Context: an optimization exercise on an open-source flow, tuned for small area and few clock cycles per item. The choices shown serve that exercise and are no tape-out recipe. At most, simulation tests tie the RTL to the original design; equivalence was not proved.

==> module aesk_datapath, before the edit <==
module aesk_datapath (
   input  wire logic                              clock,
   input  wire logic                              load_key,
   input  wire logic                              advance,
   input  wire logic [aesk_pkg::ROUND_WIDTH-1:0]  round,
   input  wire logic [aesk_pkg::KEY_WIDTH-1:0]    key_in,
   output logic      [aesk_pkg::KEY_WIDTH-1:0]    key_out
);
   logic [KEY_WIDTH-1:0] work_ff;
   logic [31:0]          sub_word;
   logic [7:0]           round_const;
   logic [31:0]          temp_word;
   logic [31:0]          w0_next;
   logic [31:0]          w1_next;
   logic [31:0]          w2_next;
   logic [31:0]          w3_next;
   aesk_sbox u_sbox3 (.data_in(work_ff[23:16]), .data_out(sub_word[31:24]));
   aesk_sbox u_sbox2 (.data_in(work_ff[15:8]),  .data_out(sub_word[23:16]));
   aesk_sbox u_sbox1 (.data_in(work_ff[7:0]),   .data_out(sub_word[15:8]));
   aesk_sbox u_sbox0 (.data_in(work_ff[31:24]), .data_out(sub_word[7:0]));
   logic [7:0] low_hot;
   logic       r8;
   logic       r9;
   assign low_hot = {7'd0, !round[3]} << round[2:0];
   assign r8      = round[3] & !round[0];
   assign r9      = round[3] & round[0];
   assign round_const = {low_hot[7], low_hot[6], low_hot[5] | r9, low_hot[4] | round[3],
                         low_hot[3] | r8, low_hot[2] | r9, low_hot[1] | round[3],
                         low_hot[0] | r8};
   assign temp_word = sub_word ^ {round_const, 24'h000000};
   logic [31:0] w23;
   assign w23       = work_ff[63:32] ^ work_ff[31:0];
   assign w0_next   = work_ff[127:96] ^ temp_word;
   assign w1_next   = work_ff[95:64] ^ w0_next;
   assign w2_next   = work_ff[63:32] ^ w1_next;
   assign w3_next   = w23 ^ w1_next;
   logic hold;
   assign hold = !(load_key || advance);
   always_ff @(posedge clock) begin
      work_ff <= ({KEY_WIDTH{load_key}} & key_in)
               | ({KEY_WIDTH{advance}} & {w0_next, w1_next, w2_next, w3_next})
               | ({KEY_WIDTH{hold}} & work_ff);
   end
   assign key_out = work_ff;
endmodule
Settings: LEC_CHECK=0, CAP_MARGIN=20, CORE_MARGIN=2, CORE_UTILIZATION=40, CTS_BUF_LIST=sky130_fd_sc_hd__clkbuf_4 sky130_fd_sc_hd__clkbuf_8, SLEW_MARGIN=20; clock period 5.3 ns.
standard.sh (not shown) runs the stock make flow with config.mk's settings and CLKGATE_MAP_FILE= SYNTH_SCRIPT=/design/flow/synth_recipe.tcl, a recipe that flattens the netlist after the stock synthesis.
==> flow/flow/run.sh <==
#!/bin/bash
# Own flow: the standard layout with these changes:
#  - synthesis: the abc technology-mapping step uses flow/abc_area_nf.script
#    instead of ORFS's speed script (front end, flip-flop mapping, flatten and
#    rename are the standard ones);
#  - placement: every port still gets a buffer, but buffer_ports uses the
#    1x buffer (sky130_fd_sc_hd__buf_1) rather than the cell it picks itself;
#  - clock tree: clkbuf_4/clkbuf_8 only, larger sink clusters and no dummy
#    balancing loads;
#  - the resizer does not use the 4x buffer (flow/no_buf4.tcl, sourced at the
#    start of each OpenROAD step).
# Each tool's output goes to a log of its own: synth.log, layout.log, and
# ORFS's per-step logs under orfs/logs/.
set -euo pipefail
W=$PWD
cat flow/abc_override.tcl synth_recipe.tcl > my_synth.tcl
sed "s#$W/synth_recipe.tcl#$W/my_synth.tcl#g" standard.sh > my_standard.sh
grep -q my_synth.tcl my_standard.sh
export MY_ABC_SCRIPT=$W/flow/abc_area_nf.script
export BUFFER_PORTS_ARGS="-buffer_cell sky130_fd_sc_hd__buf_1"
export CTS_ARGS="-sink_clustering_enable -repair_clock_nets -dont_use_dummy_load -sink_clustering_size 30 -sink_clustering_max_diameter 80 -buf_list {sky130_fd_sc_hd__clkbuf_4 sky130_fd_sc_hd__clkbuf_8}"
bash my_standard.sh synth > synth.log 2>&1
for step in FLOORPLAN GLOBAL_PLACE RESIZE REPAIR_TIMING_POST_PLACE DETAIL_PLACE CTS GLOBAL_ROUTE DETAIL_ROUTE; do
  export PRE_${step}_TCL=$W/flow/no_buf4.tcl
done
bash my_standard.sh finish > layout.log 2>&1
==> flow/flow/abc_area_nf.script <==
strash
&get -n
&dch -f
&nf -p -R 50
&put
==> flow/flow/abc_override.tcl <==
# Prepended to synth_recipe.tcl: every liberty-mapping abc call uses an
# area-oriented mapping script (structural choices, then &nf area recovery)
# in place of ORFS's speed script. Registers are untouched (no -dff).
proc abc {args} {
  set i [lsearch -exact $args -script]
  if {$i >= 0} {
    set args [lreplace $args $i [expr {$i + 1}] -script $::env(MY_ABC_SCRIPT)]
  }
  yosys abc {*}$args
}
==> flow/flow/no_buf4.tcl <==
# Keep the resizer from using the 4x buffer for its own buffering (port
# buffers are set separately); smaller buffers are still available.
set_dont_use sky130_fd_sc_hd__buf_4
The starting point finished clean.
Next try:
--- a/flow/design.v
+++ b/flow/design.v
@@ -235,12 +235,14 @@
    assign round_const = {low_hot[7], low_hot[6], low_hot[5] | r9, low_hot[4] | round[3],
                          low_hot[3] | r8, low_hot[2] | r9, low_hot[1] | round[3],
                          low_hot[0] | r8};
    assign temp_word = sub_word ^ {round_const, 24'h000000};
+   logic [31:0] w01;
    logic [31:0] w23;
+   assign w01       = work_ff[127:96] ^ work_ff[95:64];
    assign w23       = work_ff[63:32] ^ work_ff[31:0];
    assign w0_next   = work_ff[127:96] ^ temp_word;
-   assign w1_next   = work_ff[95:64] ^ w0_next;
+   assign w1_next   = w01 ^ temp_word;
    assign w2_next   = work_ff[63:32] ^ w1_next;
    assign w3_next   = w23 ^ w1_next;
    logic hold;
    assign hold = !(load_key || advance);
- The new run produced a clean layout
- clock-buffer cell count does not change
- clock skew barely changes
- sequential share of layout area rises by 0.28 points
- wire length is lower by roughly a tenth
- non-clock buffer count is lower by 14
- critical path depth rose by 2
- setup slack improves by 8.2 ps
- sequential cell count stays the same
Testbench counts after the change, summed over its fixed seeds: cycles 5,640, items 512.
Only the layout flow was run in the first run of this note; the RTL was not checked for function there.

---

pine:
Another version of the RTL of aes128_key_expansion (not shown whole).
For scale: roughly 1100 cells after synthesis, ~270 I/O pins, ~10000 sq um of cells after synthesis.
// aes128_key_expansion
module aes128_key_expansion (
   input  wire logic         clock,
   input  wire logic         reset,
   input  wire logic         req_tvalid,
   output logic              req_tready,
   input  wire logic [127:0] req_tdata,
   output logic              rsp_tvalid,
   input  wire logic         rsp_tready,
   output logic [135:0]      rsp_tdata,
   output logic              rsp_tlast
);
==> module aesk_datapath, before the edit <==
module aesk_datapath (
   input  wire logic                              clock,
   input  wire logic                              load_key,
   input  wire logic                              advance,
   input  wire logic [aesk_pkg::ROUND_WIDTH-1:0]  round,
   input  wire logic [aesk_pkg::KEY_WIDTH-1:0]    key_in,
   output logic      [aesk_pkg::KEY_WIDTH-1:0]    key_out
);
   logic [KEY_WIDTH-1:0] work_ff;
   logic [31:0]          sub_word;
   logic [7:0]           round_const;
   logic [31:0]          temp_word;
   logic [31:0]          w0_next;
   logic [31:0]          w1_next;
   logic [31:0]          w2_next;
   logic [31:0]          w3_next;
   aesk_sbox u_sbox3 (.data_in(work_ff[23:16]), .data_out(sub_word[31:24]));
   aesk_sbox u_sbox2 (.data_in(work_ff[15:8]),  .data_out(sub_word[23:16]));
   aesk_sbox u_sbox1 (.data_in(work_ff[7:0]),   .data_out(sub_word[15:8]));
   aesk_sbox u_sbox0 (.data_in(work_ff[31:24]), .data_out(sub_word[7:0]));
   logic [7:0] low_hot;
   logic       r8;
   logic       r9;
   assign low_hot = {7'd0, !round[3]} << round[2:0];
   assign r8      = round[3] & !round[0];
   assign r9      = round[3] & round[0];
   assign round_const = {low_hot[7], low_hot[6], low_hot[5] | r9, low_hot[4] | round[3],
                         low_hot[3] | r8, low_hot[2] | r9, low_hot[1] | round[3],
                         low_hot[0] | r8};
   assign temp_word = sub_word ^ {round_const, 24'h000000};
   logic [31:0] w01;
   logic [31:0] w23;
   assign w01       = work_ff[127:96] ^ work_ff[95:64];
   assign w23       = work_ff[63:32] ^ work_ff[31:0];
   assign w0_next   = work_ff[127:96] ^ temp_word;
   assign w1_next   = w01 ^ temp_word;
   assign w2_next   = work_ff[63:32] ^ w1_next;
   assign w3_next   = w23 ^ w1_next;
   always_ff @(posedge clock) begin
      if (load_key) begin
         work_ff <= key_in;
      end else if (advance) begin
         work_ff <= {w0_next, w1_next, w2_next, w3_next};
      end
   end
   assign key_out = work_ff;
endmodule
clock: 5.3 ns
lec_check: 0
cap_margin: 20
core_margin: 2
core_utilization: 40
cts_buf_list: sky130_fd_sc_hd__clkbuf_4 sky130_fd_sc_hd__clkbuf_8
slew_margin: 20
==> flow/flow/run.sh <==
#!/bin/bash
# Own flow: the standard layout with two changes:
#  - synthesis: the abc technology-mapping step uses flow/abc_area_nf.script
#    instead of ORFS's speed script (front end, flip-flop mapping, flatten and
#    rename are the standard ones);
#  - placement: every port still gets a buffer, but buffer_ports uses the
#    1x buffer (sky130_fd_sc_hd__buf_1) rather than the cell it picks itself.
set -euo pipefail
W=$PWD
cat flow/abc_override.tcl synth_recipe.tcl > my_synth.tcl
sed "s#$W/synth_recipe.tcl#$W/my_synth.tcl#g" standard.sh > my_standard.sh
grep -q my_synth.tcl my_standard.sh
export MY_ABC_SCRIPT=$W/flow/abc_area_nf.script
export BUFFER_PORTS_ARGS="-buffer_cell sky130_fd_sc_hd__buf_1"
bash my_standard.sh synth > synth.log 2>&1
bash my_standard.sh finish > layout.log 2>&1
==> flow/flow/abc_area_nf.script <==
strash
&get -n
&dch -f
&nf -p -R 1000
&put
Scripts as last shown in full above: flow/flow/abc_override.tcl
The layout from pine, despite a flow that completed every stage, fails the layout checks, with the failing checks listed as setup timing.
Testbench counts of pine, summed over its fixed seeds: cycles 5,640, items 512.
### pine -> birch
diff --git a/flow/design.v b/flow/design.v
--- a/flow/design.v
+++ b/flow/design.v
@@ -234,18 +234,14 @@
    assign r9      = round[3] & round[0];
    assign round_const = {low_hot[7], low_hot[6], low_hot[5] | r9, low_hot[4] | round[3],
                          low_hot[3] | r8, low_hot[2] | r9, low_hot[1] | round[3],
                          low_hot[0] | r8};
    assign temp_word = sub_word ^ {round_const, 24'h000000};
-   logic [31:0] w01;
-   logic [31:0] w23;
-   assign w01       = work_ff[127:96] ^ work_ff[95:64];
-   assign w23       = work_ff[63:32] ^ work_ff[31:0];
    assign w0_next   = work_ff[127:96] ^ temp_word;
-   assign w1_next   = w01 ^ temp_word;
+   assign w1_next   = work_ff[95:64] ^ w0_next;
    assign w2_next   = work_ff[63:32] ^ w1_next;
-   assign w3_next   = w23 ^ w1_next;
+   assign w3_next   = work_ff[31:0] ^ w2_next;
    always_ff @(posedge clock) begin
       if (load_key) begin
          work_ff <= key_in;
       end else if (advance) begin
          work_ff <= {w0_next, w1_next, w2_next, w3_next};
## What came out
- pine ran in full, but the layout does not pass; the checks complain about setup timing.
- birch: flow completed, timing, DRC and antenna clean
- Measured slew at the worst slew-check pin: birch vs pine up 0.12 ns
- The detailed placer's ending HPWL number comes out higher for pine vs birch.
- Die area improves in birch relative to pine.
- Compared with pine, birch instantiates a smaller number of cells.
- pine → birch: clock distribution area overhead in the final layout climbed 0.53 points; final estimated routing congestion in global placement climbed 0.016; stage delay of the slowest cell on the critical path dropped 0.09 ns; cell count of the worst reg-to-reg path dropped 1.
Testbench counts of birch, summed over its fixed seeds: cycles 5,640, items 512.

-- what the ideal ports hide --
No port has a modelled driver above. Below, the same layouts with a new extraction and two added sets of constraints. Step 1 assumes that a clkbuf_16 drives the clock port and a buf_2 every other input. Step 2 adds t to the input delays and takes it off the output delays; t is the mean of the earliest and latest rising clock arrival at the registers after step 1. Input paths then give back, and output paths get back, about the clock's delay inside the block. Three values: ideal, step 1, step 2; two values: the first two.
run	t, ns	setup slack, ns	worst slew at a driven data input, ns
the first run of note 1	0.471	0.369 / 0.369 / 0.369	0.07
the second run of note 1	0.467	0.378 / 0.378 / 0.378	0.07
pine	0.485	-0.014 / -0.014 / -0.014	0.08
birch	0.489	0.106 / 0.106 / 0.106	0.07
